From an optimization exercise on the open Yosys and OpenROAD flow, aimed at small area, a short achievable clock period and few clock cycles per item; shortcuts taken in it are not production practice. Function was checked by simulation only, so behaviour that the tests miss may differ from the original.

==> flow/design.v <==
package mac_pkg;
  localparam int unsigned DEF_DATA_SIZE     = 8;
  localparam int unsigned DEF_KERNEL_WIDTH  = 3;
  localparam int unsigned DEF_KERNEL_LENGTH = 3;
  localparam int unsigned DEF_ACC_SIZE      = 32;
  localparam int unsigned DEF_SHIFT_W       = 5;
  function automatic int unsigned clog2(input int unsigned v);
    int unsigned r;
    int unsigned x;
    r = 0;
    x = 1;
    while (x < v) begin
      x = x << 1;
      r = r + 1;
    end
    clog2 = r;
  endfunction
  localparam int unsigned K      = DEF_KERNEL_WIDTH * DEF_KERNEL_LENGTH;
  localparam int unsigned PROD_W = 2 * DEF_DATA_SIZE;
  localparam int unsigned TREE_W = PROD_W + clog2(K);
  function automatic longint round_shift_sat(input longint      total,
                                             input int unsigned acc_w,
                                             input int unsigned shift,
                                             input int unsigned data_w);
    int unsigned s;
    longint      v;
    longint      hi;
    longint      lo;
    s = (shift > acc_w - 1) ? acc_w - 1 : shift;
    v = total;
    if (s > 0) begin
      v = v + (64'sd1 <<< (s - 1));
    end
    v  = v >>> s;
    hi = (64'sd1 <<< (data_w - 1)) - 64'sd1;
    lo = -(64'sd1 <<< (data_w - 1));
    if (v > hi) begin
      v = hi;
    end else if (v < lo) begin
      v = lo;
    end
    round_shift_sat = v;
  endfunction
endpackage
module mac_adder_tree
#(
  parameter int unsigned N     = mac_pkg::K,
  parameter int unsigned IN_W  = mac_pkg::PROD_W,
  parameter int unsigned OUT_W = mac_pkg::TREE_W
) (
  input  logic [N*IN_W-1:0]       terms,
  output logic signed [OUT_W-1:0] sum_c
);
  localparam int unsigned LVL   = mac_pkg::clog2(N);
  localparam int unsigned LEAVES = 32'd1 << LVL;
  localparam int unsigned NODES  = 2 * LEAVES - 1;
  logic signed [OUT_W-1:0] node [NODES];
  always_comb begin
    for (int i = 0; i < int'(NODES); i++) begin
      node[i] = '0;
    end
    for (int i = 0; i < int'(N); i++) begin
      node[int'(LEAVES) - 1 + i] = OUT_W'($signed(terms[i*IN_W +: IN_W]));
    end
    for (int i = int'(LEAVES) - 2; i >= 0; i--) begin
      node[i] = node[2*i + 1] + node[2*i + 2];
    end
  end
  assign sum_c = node[0];
endmodule
module mac_pipe
#(
  parameter int unsigned DATA_SIZE     = mac_pkg::DEF_DATA_SIZE,
  parameter int unsigned KERNEL_WIDTH  = mac_pkg::DEF_KERNEL_WIDTH,
  parameter int unsigned KERNEL_LENGTH = mac_pkg::DEF_KERNEL_LENGTH,
  parameter int unsigned ACC_SIZE      = mac_pkg::DEF_ACC_SIZE,
  parameter int unsigned SHIFT_W       = mac_pkg::DEF_SHIFT_W
) (
  input  logic                                           clk,
  input  logic                                           rst,
  input  logic                                           in_valid,
  output logic                                           in_ready,
  input  logic                                           in_first,
  input  logic                                           in_last,
  input  logic [DATA_SIZE*KERNEL_WIDTH*KERNEL_LENGTH-1:0] kernel_in,
  input  logic [DATA_SIZE*KERNEL_WIDTH*KERNEL_LENGTH-1:0] map_in,
  input  logic signed [ACC_SIZE-1:0]                     bias,
  input  logic [SHIFT_W-1:0]                             shift,
  output logic                                           out_valid,
  input  logic                                           out_ready,
  output logic signed [DATA_SIZE-1:0]                    mac_out
);
  localparam int unsigned KN = KERNEL_WIDTH * KERNEL_LENGTH;
  localparam int unsigned PW = 2 * DATA_SIZE;
  localparam int unsigned TW = PW + mac_pkg::clog2(KN);
  logic en_c;
  logic [KN*PW-1:0]        prod_c;
  logic signed [TW-1:0]    tree_sum_c;
  logic signed [ACC_SIZE-1:0] base_c;
  logic signed [ACC_SIZE-1:0] total_c;
  logic signed [DATA_SIZE-1:0] rq_c;
  logic                       s1_valid;
  logic                       s1_first;
  logic                       s1_last;
  logic signed [ACC_SIZE-1:0] s1_bias;
  logic [SHIFT_W-1:0]         s1_shift;
  logic [KN*PW-1:0]           s1_prod;
  logic                       s2_valid;
  logic                       s2_first;
  logic                       s2_last;
  logic signed [ACC_SIZE-1:0] s2_bias;
  logic [SHIFT_W-1:0]         s2_shift;
  logic signed [ACC_SIZE-1:0] s2_sum;
  logic signed [ACC_SIZE-1:0] acc;
  assign en_c     = !out_valid || out_ready;
  assign in_ready = en_c;
  always_comb begin
    prod_c = '0;
    for (int i = 0; i < int'(KN); i++) begin
      prod_c[i*PW +: PW] = PW'($signed(kernel_in[i*DATA_SIZE +: DATA_SIZE]))
                         * PW'($signed(map_in[i*DATA_SIZE +: DATA_SIZE]));
    end
  end
  mac_adder_tree #(
    .N     (KN),
    .IN_W  (PW),
    .OUT_W (TW)
  ) u_tree (
    .terms (s1_prod),
    .sum_c (tree_sum_c)
  );
  always_comb begin
    base_c  = s2_first ? s2_bias : acc;
    total_c = base_c + s2_sum;
    rq_c    = DATA_SIZE'(mac_pkg::round_shift_sat(64'(total_c), ACC_SIZE,
                                         32'(s2_shift), DATA_SIZE));
  end
  always_ff @(posedge clk or posedge rst) begin
    if (rst) begin
      s1_valid  <= 1'b0;
      s1_first  <= 1'b0;
      s1_last   <= 1'b0;
      s1_bias   <= '0;
      s1_shift  <= '0;
      s1_prod   <= '0;
      s2_valid  <= 1'b0;
      s2_first  <= 1'b0;
      s2_last   <= 1'b0;
      s2_bias   <= '0;
      s2_shift  <= '0;
      s2_sum    <= '0;
      acc       <= '0;
      out_valid <= 1'b0;
      mac_out   <= '0;
    end else if (en_c) begin
      s1_valid <= in_valid;
      s1_first <= in_first;
      s1_last  <= in_last;
      s1_bias  <= bias;
      s1_shift <= shift;
      s1_prod  <= prod_c;
      s2_valid <= s1_valid;
      s2_first <= s1_first;
      s2_last  <= s1_last;
      s2_bias  <= s1_bias;
      s2_shift <= s1_shift;
      s2_sum   <= ACC_SIZE'(tree_sum_c);
      if (s2_valid) begin
        acc <= total_c;
      end
      if (s2_valid && s2_last) begin
        out_valid <= 1'b1;
        mac_out   <= rq_c;
      end else begin
        out_valid <= 1'b0;
      end
    end
  end
endmodule
==> flow/run.sh <==
#!/bin/bash
# synth_recipe.tcl (not shown) runs the flow's synth.tcl, then flattens the netlist and writes it again
# the make line also repeats each setting of config.mk as NAME=value (left out here)
make -C /OpenROAD-flow-scripts/flow DESIGN_CONFIG=/design/flow/config.mk WORK_HOME=/design/flow/orfs CLKGATE_MAP_FILE= SYNTH_SCRIPT=/design/flow/synth_recipe.tcl finish
==> flow/config.mk <==
export PLATFORM = sky130hd
export DESIGN_NAME = mac_pipe
export DESIGN_NICKNAME = mac_pipe
export VERILOG_FILES = /design/flow/design.v
export SDC_FILE = /design/flow/constraint.sdc
export NUM_CORES = 4
export LEC_CHECK = 0
export CAP_MARGIN = 20
export CORE_MARGIN = 2
export CORE_UTILIZATION = 40
export SLEW_MARGIN = 20
==> flow/constraint.sdc <==
create_clock -name core_clock -period 7.5 [get_ports {clk}]
set_input_delay 1.5000 -clock core_clock [delete_from_list [all_inputs] [get_ports {clk}]]
set_output_delay 1.5000 -clock core_clock [all_outputs]
set_load 0.01 [all_outputs]
==> impl_summary.txt <==
----------------------------------------------------
[Outcome]
  Status ... timing/DRC/antenna clean

[Global routing]
  Global routing usage summed across all routing layers ... 0.213
  Total grt overflow ... 0
  Wire length of the first global-routing pass ... 192 mm
  Number of global-route vias before repair ... 35600
  Maximum number of pins on one net before global-route repair ... ~150
  Antenna violations before repair ... 1

[Setup path]
  CP startpoint ... s2_first
  Worst path slowest cell ... sky130_fd_sc_hd__mux4_2
  Worst setup path category ... flop to flop
  Worst Path Arrival ... 7.72 ns
  Origin of the critical flop-to-flop path ... s2_first
  Largest fanout of any net on the critical path ... 7
  Maximum single-stage delay on the critical path ... 0.53 ns
  Element type at the critical path end ... flop
  Required time reported for the critical path endpoint ... 7.98 ns
  Critical path startpoint category ... flop

[Routing]
  Routed len/inst ... 17.8 um
  Total detailed-routing wirelength ... roughly 120 mm
  Number of design rule violations left after detail routing ... 0
  Vias after detailed routing ... between 30000 and 40000
  Initial detailed-routing violation count ... 2124
  1st-pass router iterations ... 5
  Number of nets with antenna violations after routing ... 0
  Avg Vias per Cell ... 5.20

[Clocking]
  Root buf cell ... sky130_fd_sc_hd__clkbuf_16
  Hold-fix buffers, CTS ... 0
  TritonCTS clock tree ... done
  Clock latency reported for the late side of the worst-skew pair ... about 0.57 ns
  Maximum buffer depth of the clock tree ... 3
  Clock slew at reported path FFs ... 0.06 ns
  H-tree levels ... 2
  Clock tree sinks ... 285
  Num CTS Buffers ... 38

[Timing]
  Setup Total Neg Slack ... 0 ns
  Max-slew violation count ... 0
  Transition time at the pin with the least slew margin ... 1.14 ns
  Hold Violations, Final ... 0
  Slew Limit Headroom ... 0.230
  Final worst clock skew ... 0.0258 ns
  Final period demand of the worst path ... about 7.2 ns
  Total setup violations reported at the end of the flow ... 0
  Period Utilization, post-route ... 0.966
  Timing-limited maximum frequency ... 138 MHz

[Cells and area]
  ANT cells ... 0
  Layout Cells excl Fill ... about 6500
  Area growth, synth to finish ... 11.2%
  Total of fill cells in the finished design ... 10700
  Proportion of layout cells with a drive suffix above 1 ... 0.0598
  Multi-input logic area ... roughly 0.033 sq mm
  Final cell area excluding filler cells ... roughly 0.049 sq mm
  Area used by sequential logic in the layout ... 0.00713 sq mm
  Final-stage net count ... roughly 6300

[Synth]
  Top-area cell type share of the netlist area ... 0.253
  Most area-consuming cells after synthesis ... sky130_fd_sc_hd__fa_1, sky130_fd_sc_hd__dfrtp_1, sky130_fd_sc_hd__ha_1, sky130_fd_sc_hd__nand2_1, sky130_fd_sc_hd__inv_1
  Most instantiated cells after synthesis ... sky130_fd_sc_hd__nand2_1, sky130_fd_sc_hd__inv_1, sky130_fd_sc_hd__fa_1
  Async set or reset register ratio after synthesis ... 1.00
  Count of unique library cells instantiated by Yosys ... 119
  Yosys warning total ... 3
  Number of enable-type register cells in the synthesized netlist ... 0
  Yosys top cell by area ... sky130_fd_sc_hd__fa_1
  Post-synthesis area per instance ... between 8 and 9 sq um
  Register area share after synthesis ... 0.163
  Post-Syn Area ... ~0.044 sq mm
  Most used standard cell by instance count after synthesis ... sky130_fd_sc_hd__nand2_1
  Post-synth top flop ... sky130_fd_sc_hd__dfrtp_1
  #FFs+latches synth ... between 200 and 300
  Synth Instances ... 4955

[Place]
  Port-buffer cells ... 196
  Placer congestion estimate ... between 0.9 and 1
  Number of placed instances with taps included ... 6473
  Instance area after placement ... approximately 0.047 sq mm
  Detail Placement HPWL ... 94.9 mm

[Min path]
  Startpoint of the tightest hold check path ... s1_bias[31]
  Hold Path Class ... flop to flop

[Die]
  Count of boundary I/O pins ... 197
  Floorplan die width ... 335 um
  Placement row count ... 121
  Die outline height ... 335 um
  Initial Utilization ... 0.403
  Total die area ... 0.112 sq mm
  Core region area ... between 0.1 and 0.15 sq mm

[Job]
  Max-cap check violation count ... 0

----------------------------------------------------
## metrics by stage
| stage | setup slack [ns] | util | hold WS [ns] |
|---|---|---|---|
| detailed placement | 0.206 | 0.435 | 0.456 |
| global route | -0.0229 | 0.448 | 0.480 |
| global placement | 0.315 | 0.435 | 0.451 |
| finish | 0.255 | 0.448 | 0.463 |
| CTS | 0.169 | 0.446 | 0.467 |
| floorplan | 0.700 | - | 0.433 |
## registers in the layout, indices dropped and copies added, names as in the netlist, 5 cells and up
name      flops
s2_bias      32
s2_sum       20
acc          32
s1_shift      5
mac_out       8
s2_shift      5
s1_prod     144
s1_bias      32
## critical path: cells and delay by family (launching register included)
kind / cells / cell delay [ns]
fa+ha+maj: 3 / 1.00
simple gates: 1 / 0.34
flops: 1 / 0.52
xor+xnor: 2 / 0.40
buf+inv: 3 / 0.48
mux: 3 / 1.05
compound gates: 13 / 3.35
## final cells by class
type / count / share of cell area
multi-input cells: 3825 / 0.686
flip-flops and latches: 285 / 0.147
inverters: 690 / 0.0534
repair buffers: 264 / 0.0522
well taps: 1414 / 0.0363
clock buffers: 51 / 0.0222
clock inverters: 18 / 0.00373
## layer usage
| layer | routed length (um) | up-vias | GRT usage |
|---|---|---|---|
| li1 | - | 16400 | - |
| met1 | 51700 | 16800 | 0.283 |
| met2 | 57300 | 708 | 0.372 |
| met3 | 4110 | 157 | 0.0171 |
| met4 | 3150 | 0 | 0.0578 |
| met5 | 0 | - | 0 |
## cells by family (layout without fill, tap and decap cells)
| family | after synthesis | count (layout) | share of synthesized area |
|---|---|---|---|
| XOR/XNOR | 233 | 233 | 0.0472 |
| AND/OR/NAND/NOR | 1650 | 1650 | 0.180 |
| adder cells (fa/ha/maj) | 964 | 964 | 0.371 |
| AO/OA/AOI/OAI | 859 | 859 | 0.131 |
| buffers and inverters | 846 | 1023 | 0.0771 |
| other | 2 | 3 | 0.000172 |
| multiplexers | 116 | 116 | 0.0303 |
| flip-flops | 285 | 285 | 0.163 |
## layout by cell type, fill, tap and decap left out, types with 103 or more instances in the layout
cell / instances
sky130_fd_sc_hd__nand2_1: 721
sky130_fd_sc_hd__inv_1: 687
sky130_fd_sc_hd__fa_1: 554
sky130_fd_sc_hd__ha_1: 403
sky130_fd_sc_hd__and2_1: 356
sky130_fd_sc_hd__dfrtp_1: 283
sky130_fd_sc_hd__a21oi_1: 276
sky130_fd_sc_hd__nor2_1: 249
sky130_fd_sc_hd__clkdlybuf4s50_1: 196
sky130_fd_sc_hd__xnor2_1: 168
sky130_fd_sc_hd__o21ai_0: 165
sky130_fd_sc_hd__nand2b_1: 103
## worst paths after layout
kind,cells past startpoint,slack (ns),end
worst max-delay path,25,0.26,mac_out[6]
worst min register to register,2,0.46,s2_bias[31]
max in group asynchronous,3,5.14,s2_shift[0]
worst max register to register,25,0.26,mac_out[6]
worst min-delay path,2,0.46,s2_bias[31]
min in group asynchronous,3,1.45,acc[25]
## timing repair
action | in CTS | in global routing
setup buffers | 0 | 4
setup endpoints to repair | 0 | 7
gates resized for setup | 0 | 23
Testbench counts, summed over its fixed seeds: cycles 7,036, items 7,012.

[what the ideal ports hide]
No port has a modelled driver above. Below, the same layout with a new extraction and two added sets of constraints. Step 1 assumes that a clkbuf_16 drives the clock port and a buf_2 every other input. Step 2, shift: input delay + t, output delay - t, t = (earliest + latest rising clock arrival at the registers) / 2. This alone moves slack from input paths to output paths. a / b / c = ideal ports / drivers / drivers and shift; a / b = the first two.
shift t [ns]: 0.629
setup WS [ns]: 0.255 / 0.255 / 0.255
pins driven straight from the clock port: 1
After both steps setup and hold are still met in this run. The setup slack of this run moves by 0.000 ns with the drivers and by 0.000 ns with both steps.
